This is an optimization exercise on Yosys and OpenROAD, whose aim is small area, a short achievable clock period and few clock cycles per item, not a production implementation. Where RTL was checked, it was by simulation tests only, not by an equivalence proof against the original. Power is estimated from default activity; no workload was simulated.

// uri_component_splitter_top
module uri_component_splitter_top #(
  parameter int MAX_LEN = ucs_pkg::MAX_LEN_DEF
) (
  input  logic              clk,
  input  logic              rst,
  input  logic              uri_valid,
  output logic              uri_ready,
  input  logic [ucs_pkg::CH_W-1:0]   uri_ch,
  input  logic              uri_end_of_uri,
  output logic              rec_valid,
  input  logic              rec_ready,
  output logic [2:0]        rec_component,
  output logic [ucs_pkg::OFS_W-1:0]  rec_start_offset,
  output logic [ucs_pkg::OFS_W-1:0]  rec_length,
  output logic [ucs_pkg::PORT_W-1:0] rec_port_value,
  output logic              rec_abs_flag,
  output logic              rec_frag_only_flag,
  output logic              rec_overflow,
  output logic              rec_last
);
Size in the first run: about 64 I/O pins, roughly 11000 um^2 of cells after synthesis.
export LEC_CHECK = 0
export CAP_MARGIN = 20
export CORE_MARGIN = 2
export CORE_UTILIZATION = 40
export CTS_CLUSTER_DIAMETER = 100
export CTS_CLUSTER_SIZE = 28
export SETUP_SLACK_MARGIN = 2.3
export SLEW_MARGIN = 20
create_clock -name core_clock -period 5.0 [get_ports {clk}]
run.sh (not shown) runs the stock make flow with config.mk's settings and CLKGATE_MAP_FILE= SYNTH_SCRIPT=/design/flow/synth_recipe.tcl, a recipe that flattens the netlist after the stock synthesis.
The baseline ran to the end with no violations.
Then changed:
--- a/flow/design.v
+++ b/flow/design.v
@@ -43,15 +43,16 @@
   input  logic                     clear,   
   input  logic [ucs_pkg::CH_W-1:0] ch,
   output ucs_pkg::ucs_snap_t       snap,
   output logic [ucs_pkg::OFS_W-1:0]  l_out,
   output logic [ucs_pkg::OFS_W-1:0]  e_out,
   output logic [ucs_pkg::PORT_W-1:0] port_out,
   output logic                     port_ok,
-  output logic                     in_auth
+  output logic                     in_auth,
+  output logic                     in_auth_next   
 );
   localparam int W = ucs_pkg::OFS_W;
   typedef enum logic [2:0] {
     M_START, M_SCHEME, M_AT_P, M_SLASH1, M_AUTH, M_PATH, M_QUERY, M_FRAG
   } mode_t;
   mode_t         mode, mode_n;
   logic [W-1:0]  pos;
@@ -242,27 +243,29 @@
     snap.overflow       = overflow;
   end
   assign l_out    = l_pos;
   assign e_out    = e_pos;
   assign port_out = acc[15:0];
   assign port_ok  = !bad && cnt != 3'd0 && !acc[16];
   assign in_auth  = (mode == M_AUTH);
+  assign in_auth_next = !(rst || clear) && (live ? (mode_n == M_AUTH) : in_auth);
 endmodule
 `timescale 1ns / 1ps
 module ucs_emit (
   input  logic                        clk,
   input  logic                        rst,
   input  logic                        load,
   input  ucs_pkg::ucs_snap_t          snap_in,
   input  logic [ucs_pkg::OFS_W-1:0]   l_in,
   input  logic [ucs_pkg::OFS_W-1:0]   e_in,
   input  logic [ucs_pkg::PORT_W-1:0]  port_in,
   input  logic                        port_valid,
   output logic                        free,
   output logic                        le_busy,
+  output logic                        le_busy_next,   
   output logic                        rec_valid,
   input  logic                        rec_ready,
   output logic [2:0]                  rec_component,
   output logic [ucs_pkg::OFS_W-1:0]   rec_start_offset,
   output logic [ucs_pkg::OFS_W-1:0]   rec_length,
   output logic [ucs_pkg::PORT_W-1:0]  rec_port_value,
   output logic                        rec_abs_flag,
@@ -354,17 +357,25 @@
       rec_component      <= sel_comp;
       rec_start_offset   <= base;
       rec_length         <= len;
       rec_abs_flag       <= snap.abs_flag;
       rec_frag_only_flag <= snap.frag_only_flag;
       rec_overflow       <= snap.overflow;
       rec_last           <= sel[6];
-      port_ok            <= sel[2] && port_valid;
     end
   end
+  logic port_ok_next, out_valid_next, hh_next;
+  logic [ucs_pkg::NUM_COMP-1:0] pending_next;
+  assign port_ok_next   = (advance & sel[2] & port_valid) | (!advance & port_ok);
+  assign out_valid_next = !rst && (advance || (out_valid && !rec_ready));
+  assign pending_next   = rst ? '0 : load ? snap_in.mask : advance ? after_sel : pending;
+  assign hh_next        = load ? snap_in.has_host : snap.has_host;
+  assign le_busy_next   = pending_next[1] || pending_next[2] || (pending_next[3] && hh_next) ||
+                          (out_valid_next && port_ok_next);
+  always_ff @(posedge clk) port_ok <= port_ok_next;
   assign le_busy = pending[1] || pending[2] || (pending[3] && snap.has_host) ||
                    (out_valid && port_ok);
   assign rec_port_value = port_ok ? port_in : '0;
   assign rec_valid      = out_valid;
 endmodule
 `timescale 1ns / 1ps
 module uri_component_splitter_top #(
@@ -387,32 +398,32 @@
   output logic              rec_overflow,
   output logic              rec_last
 );
   ucs_pkg::ucs_snap_t snap;
   logic [ucs_pkg::OFS_W-1:0]  l_pos, e_pos;
   logic [ucs_pkg::PORT_W-1:0] port_value;
   logic      port_ok;
-  logic      in_auth, le_busy;
+  logic      in_auth, le_busy, in_auth_next, le_busy_next;
+  logic      ready;      
   logic      free;
   logic      waiting;    
   logic      consume, ended, load;
   logic                      in_v, in_eou;
   logic [ucs_pkg::CH_W-1:0]  in_ch;
-  assign consume   = in_v && !waiting && !(in_auth && le_busy);
-  assign uri_ready = !in_v || consume;
+  logic in_v_next, waiting_next;
+  assign consume   = in_v && ready;
+  assign uri_ready = ready;
   assign ended     = consume && in_eou;
   assign load      = free && (ended || waiting);
+  assign in_v_next    = !rst && (ready ? uri_valid : in_v);
+  assign waiting_next = !rst && (ended || waiting) && !free;
   always_ff @(posedge clk) begin
-    if (rst) begin
-      in_v    <= 1'b0;
-      waiting <= 1'b0;
-    end else begin
-      if (uri_ready) in_v <= uri_valid;
-      waiting <= (ended || waiting) && !free;
-    end
+    in_v    <= in_v_next;
+    waiting <= waiting_next;
+    ready   <= !in_v_next || (!waiting_next && !(in_auth_next && le_busy_next));
   end
   always_ff @(posedge clk) begin
     if (uri_ready) begin
       in_ch  <= uri_ch;
       in_eou <= uri_end_of_uri;
     end
   end
@@ -423,27 +434,29 @@
     .clear    (load),
     .ch       (in_ch),
     .snap     (snap),
     .l_out    (l_pos),
     .e_out    (e_pos),
     .port_out (port_value),
     .port_ok  (port_ok),
-    .in_auth  (in_auth)
+    .in_auth  (in_auth),
+    .in_auth_next (in_auth_next)
   );
   ucs_emit u_emit (
     .clk        (clk),
     .rst        (rst),
     .load       (load),
     .snap_in    (snap),
     .l_in       (l_pos),
     .e_in       (e_pos),
     .port_in    (port_value),
     .port_valid (port_ok),
     .free       (free),
     .le_busy    (le_busy),
+    .le_busy_next (le_busy_next),
     .rec_valid          (rec_valid),
     .rec_ready          (rec_ready),
     .rec_component      (rec_component),
     .rec_start_offset   (rec_start_offset),
     .rec_length         (rec_length),
     .rec_port_value     (rec_port_value),
     .rec_abs_flag       (rec_abs_flag),
Result:
- die area drops by 2.5%
- cell count drops by 0.92%
- utilization climbs by 1.1 points
- global-route usage climbs by 0.44 points
- sequential cell count climbs by 1
- setup slack degrades by 0.014 ns
Testbench counts after the change, summed over its fixed seeds: cycles 95,490, items 94,275.
For the first run of this note, only the layout was checked, not whether the RTL still works.

========
Setup of P:
Another version of the RTL of uri_component_splitter_top (not shown whole).
Size in the first run: roughly 990 cells after synthesis, about 240 flip-flops, ~64 I/O pins, roughly 0.011 sq mm of cells after synthesis.
clock: 5.0 ns
lec_check: 0
cap_margin: 20
core_margin: 2
core_utilization: 40
cts_cluster_diameter: 100
cts_cluster_size: 28
setup_slack_margin: 2.3
slew_margin: 20
P finished every stage and its layout cleared the timing, DRC and antenna checks.
Input-level comparison between Q and P:
--- a/flow/design.v
+++ b/flow/design.v
@@ -50,34 +50,16 @@
         gn[i] = g[i] | (p[i] & g[i - dd]);
         pn[i] = p[i] & p[i - dd];
       end
       g = gn;
       p = pn;
     end
     times10_plus = (sv ^ cv) ^ {g[15:0], 1'b0};
   endfunction
-  function automatic logic [OFS_W-1:0] add_ofs(input logic [OFS_W-1:0] a,
-                                               input logic [OFS_W-1:0] b,
-                                               input logic             cin);
-    logic [OFS_W:0] g, p, gn, pn;
-    g = {a & b, cin};
-    p = {a ^ b, 1'b0};
-    for (int dd = 1; dd <= OFS_W; dd = dd * 2) begin
-      gn = g;
-      pn = p;
-      for (int i = dd; i <= OFS_W; i++) begin
-        gn[i] = g[i] | (p[i] & g[i - dd]);
-        pn[i] = p[i] & p[i - dd];
-      end
-      g = gn;
-      p = pn;
-    end
-    add_ofs = (a ^ b) ^ g[OFS_W-1:0];
-  endfunction
 endpackage
 `timescale 1ns / 1ps
 module ucs_parser (
   input  logic                     clk,
   input  logic                     rst,
   input  logic                     step,    
   input  logic                     clear,   
   input  logic [ucs_pkg::CH_W-1:0] ch,
@@ -96,18 +78,16 @@
     M_START, M_SCHEME, M_AT_P, M_SLASH1, M_AUTH, M_PATH, M_QUERY, M_FRAG
   } mode_t;
   mode_t         mode, mode_n;
   logic [W-1:0]  pos;
   logic [W-1:0]  s_pos, l_pos, e_pos, q_pos, h_pos, p1;
   logic          absolute, frag_only, has_host, colon_seen;
   logic          has_path, has_query, has_frag, overflow;
   logic [16:0]   acc;       
-  logic [3:0]    dig;       
-  logic          fold;
   logic [2:0]    cnt;       
   logic          bad;
   logic is_hash, is_quest, is_slash, is_colon, is_al, is_dg, is_sc;
   assign is_hash  = (ch == ucs_pkg::CH_HASH);
   assign is_quest = (ch == ucs_pkg::CH_QUEST);
   assign is_slash = (ch == ucs_pkg::CH_SLASH);
   assign is_colon = (ch == ucs_pkg::CH_COLON);
   assign is_al    = ucs_pkg::is_alpha(ch);
@@ -251,30 +231,23 @@
     if (live && set_l) l_pos <= p1;
     if ((live && set_e) || (clear && mode == M_AUTH)) e_pos <= pos;
     if (live && set_q) q_pos <= p1;
     if (live && set_h) h_pos <= p1;
     if (live && set_l) begin
       acc  <= '0;
       cnt  <= '0;
       bad  <= 1'b0;
-    end else begin
-      if (fold) acc <= ucs_pkg::times10_plus(acc[13:0], dig);
-      if (live && port_bad) begin
-        bad <= 1'b1;
-      end else if (live && port_acc) begin
-        dig <= ch[3:0];
-        cnt <= cnt + 3'd1;
-      end
+    end else if (live && port_bad) begin
+      bad <= 1'b1;
+    end else if (live && port_acc) begin
+      acc <= ucs_pkg::times10_plus(acc[13:0], ch[3:0]);
+      cnt <= cnt + 3'd1;
     end
   end
-  always_ff @(posedge clk) begin
-    if (rst) fold <= 1'b0;
-    else     fold <= live && port_acc && !set_l;
-  end
   always_comb begin
     snap.mask = {1'b1, has_frag, has_query,
                  has_path || mode == M_SCHEME || mode == M_SLASH1,
                  colon_seen, has_host, absolute};
     snap.s          = (absolute || has_host) ? s_pos : '0;
     snap.q          = q_pos;
     snap.h          = h_pos;
     snap.n          = pos;
@@ -367,17 +340,19 @@
     pick_of = x;
   endfunction
   pick_t pick;
   logic [W-1:0] base, stop, len;
   assign base = ({W{pick.b_s}} & snap.s) | ({W{pick.b_l}} & l_in) | ({W{pick.b_e}} & e_in) |
                 ({W{pick.b_q}} & snap.q) | ({W{pick.b_h}} & snap.h);
   assign stop = ({W{pick.s_s}} & snap.s) | ({W{pick.s_l}} & l_in) | ({W{pick.s_e}} & e_in) |
                 ({W{pick.s_q}} & snap.q) | ({W{pick.s_h}} & snap.h) | ({W{pick.s_n}} & snap.n);
-  assign len = ucs_pkg::add_ofs(stop, ~(base | {{(W-2){1'b0}}, pick.two, 1'b0}), pick.ci);
+  logic [W:0] len_x;
+  assign len_x = {stop, 1'b1} + {~(base | {{(W-2){1'b0}}, pick.two, 1'b0}), pick.ci};
+  assign len   = len_x[W:1];
   always_ff @(posedge clk) begin
     if (rst) begin
       pending   <= '0;
       busy      <= 1'b0;
       pick      <= '0;
       out_valid <= 1'b0;
     end else begin
       if (load) begin
## What came out
- As far as utilization is concerned, P and Q perform about the same.
- Sort P and Q by final worst slack asc -> top: Q
- Q vs P, data arrival time of the critical path went up by 0.23 ns.
- Chip width (Q vs. P) decreases slightly
- Per the comparison of Q with P, count of vias placed by the detailed router held steady; combinational logic power grew by about 20%.
- Re max-cap violation count: no difference whatsoever between Q and P.
- Diff P -> Q | total power | increase of about 2%
- The run with more routed wire is P, not Q.
- Looking at global-route wire length before repair, Q sits about 5.6% below P.
- | final area | lower: Q |
No functional check of the RTL was part of any run of this note.

========
## build 80
uri_component_splitter_top, a different RTL version from the one above (not shown whole).
Size in the first run: ~1000 cells after synthesis, ~64 I/O pins, roughly 11000 sq um of cells after synthesis.
## uri_component_splitter_top
module uri_component_splitter_top #(
  parameter int MAX_LEN = ucs_pkg::MAX_LEN_DEF
) (
  input  logic              clk,
  input  logic              rst,
  input  logic              uri_valid,
  output logic              uri_ready,
  input  logic [ucs_pkg::CH_W-1:0]   uri_ch,
  input  logic              uri_end_of_uri,
  output logic              rec_valid,
  input  logic              rec_ready,
  output logic [2:0]        rec_component,
  output logic [ucs_pkg::OFS_W-1:0]  rec_start_offset,
  output logic [ucs_pkg::OFS_W-1:0]  rec_length,
  output logic [ucs_pkg::PORT_W-1:0] rec_port_value,
  output logic              rec_abs_flag,
  output logic              rec_frag_only_flag,
  output logic              rec_overflow,
  output logic              rec_last
);
make LEC_CHECK=0 CAP_MARGIN=20 CORE_MARGIN=2 CORE_UTILIZATION=40 CTS_CLUSTER_DIAMETER=100 CTS_CLUSTER_SIZE=28 SETUP_SLACK_MARGIN=2.3 SLEW_MARGIN=20 finish   # period 5.0 ns
Here is what was changed in the inputs of trial 46 compared with build 80.
-- flow/design.v --
<<< build 80, line 70
  output logic                     port_ok,
  output logic                     in_auth,
  output logic                     in_auth_next   
);
  localparam int W = ucs_pkg::OFS_W;
>>> trial 46, line 70
  output logic                     port_ok,
  output logic                     in_auth,
  output logic                     in_auth_next,  
  input  logic [ucs_pkg::CH_W-1:0] ch_next,
  output logic                     auth_write_next
);
  localparam int W = ucs_pkg::OFS_W;
<<< build 80, line 270
  assign in_auth  = (mode == M_AUTH);
  assign in_auth_next = !(rst || clear) && (live ? (mode_n == M_AUTH) : in_auth);
endmodule
`timescale 1ns / 1ps
>>> trial 46, line 272
  assign in_auth  = (mode == M_AUTH);
  assign in_auth_next = !(rst || clear) && (live ? (mode_n == M_AUTH) : in_auth);
  assign auth_write_next = (ch_next == ucs_pkg::CH_SLASH) || (ch_next == ucs_pkg::CH_QUEST) ||
                           (ch_next == ucs_pkg::CH_HASH)  || (ch_next == ucs_pkg::CH_COLON) ||
                           (colon_seen || (live && set_l));
endmodule
`timescale 1ns / 1ps
<<< build 80, line 431
  logic                      in_v, in_eou;
  logic [ucs_pkg::CH_W-1:0]  in_ch;
  logic in_v_next, waiting_next;
  assign consume   = in_v && ready;
  assign uri_ready = ready;
>>> trial 46, line 436
  logic                      in_v, in_eou;
  logic [ucs_pkg::CH_W-1:0]  in_ch;
  logic in_v_next, waiting_next, in_eou_next, auth_write_next;
  logic [ucs_pkg::CH_W-1:0] in_ch_next;
  assign consume   = in_v && ready;
  assign uri_ready = ready;
<<< build 80, line 441
    in_v    <= in_v_next;
    waiting <= waiting_next;
    ready   <= !in_v_next || (!waiting_next && !(in_auth_next && le_busy_next));
  end
  always_ff @(posedge clk) begin
    if (uri_ready) begin
      in_ch  <= uri_ch;
      in_eou <= uri_end_of_uri;
    end
  end
  ucs_parser u_parser (
>>> trial 46, line 447
    in_v    <= in_v_next;
    waiting <= waiting_next;
    ready   <= !in_v_next ||
               (!waiting_next && !(in_auth_next && le_busy_next && !in_eou_next && auth_write_next));
  end
  assign in_ch_next  = ready ? uri_ch : in_ch;
  assign in_eou_next = ready ? uri_end_of_uri : in_eou;
  always_ff @(posedge clk) begin
    in_ch  <= in_ch_next;
    in_eou <= in_eou_next;
  end
  ucs_parser u_parser (
<<< build 80, line 461
    .port_ok  (port_ok),
    .in_auth  (in_auth),
    .in_auth_next (in_auth_next)
  );
  ucs_emit u_emit (
>>> trial 46, line 468
    .port_ok  (port_ok),
    .in_auth  (in_auth),
    .in_auth_next (in_auth_next),
    .ch_next         (in_ch_next),
    .auth_write_next (auth_write_next)
  );
  ucs_emit u_emit (
Notes after the runs:
Sort build 80 and trial 46 by met3 layer usage reported by global route, descending, and trial 46 comes first.
~same count of buffers from port buffering in build 80 and trial 46
Trial 46 -> build 80: reported max-cap violation count delta 0, exact match
Comparing build 80 with trial 46, the power came out essentially unchanged.
The run showing the greater slack of the critical path is trial 46.
Route | trial 46 vs build 80 | wire shorter in trial 46
Trial 46 vs build 80 — hold slack rose 0.0066 ns.
Reported for build 80 and trial 46, clock-buffer cell count turned out identical to the last digit.
The share of the clock period used by the worst path reported for trial 46 is smaller than that of build 80 by 1.0 points.
Build 80 and trial 46 ended up with nearly the same worst-case clock skew.
There was hardly any difference in fraction of area in clock buffers and inverters between trial 46 and build 80.
Cell area reported after detailed placement sits lower in trial 46 than in build 80.
Delta (trial 46 minus build 80): final non-filler cell area fell by about 2%, maximum number of pins on one net before global-route repair fell by 3.
Testbench counts of trial 46, summed over its fixed seeds: cycles 95,248, items 94,275.
For build 80, only the layout was checked, not whether the RTL still works.

==> port drivers added, routing unchanged <==
In the flow no input, the clock included, has a driving cell. The finished layouts below were timed again as built, in two steps.
Step 1 (the two cells are an assumption about what drives the block):
set clk [get_ports {clk}]
set_driving_cell -lib_cell sky130_fd_sc_hd__clkbuf_16 $clk
set_driving_cell -lib_cell sky130_fd_sc_hd__buf_2 [delete_from_list [all_inputs] $clk]
Step 2 adds t to the input delays and takes it off the output delays; t is the mean of the earliest and latest rising clock arrival at the registers after step 1. Input paths then give back, and output paths get back, about the clock's delay inside the block.
a / b / c = ideal / step 1 / step 2; a / b = the first two.
run | t (ns) | setup slack, ns | worst slew at a driven data input, ns
the first run of note 1 | 0.531 | 2.010 / 1.965 / 2.091 | 0.03
the second run of note 1 | 0.526 | 1.997 / 1.997 / 1.997 | 0.04
P | 0.522 | 2.287 / 2.287 / 1.822 | 0.03
Q | 0.521 | 2.033 / 2.033 / 1.954 | 0.03
build 80 | 0.524 | 2.289 / 2.289 / 1.980 | 0.03
trial 46 | 0.522 | 2.341 / 2.306 / 1.896 | 0.03
After both steps every run listed still meets setup and hold. For P, which loses most, drivers alone change the setup slack by 0.000 ns; drivers and shift together by -0.465 ns.
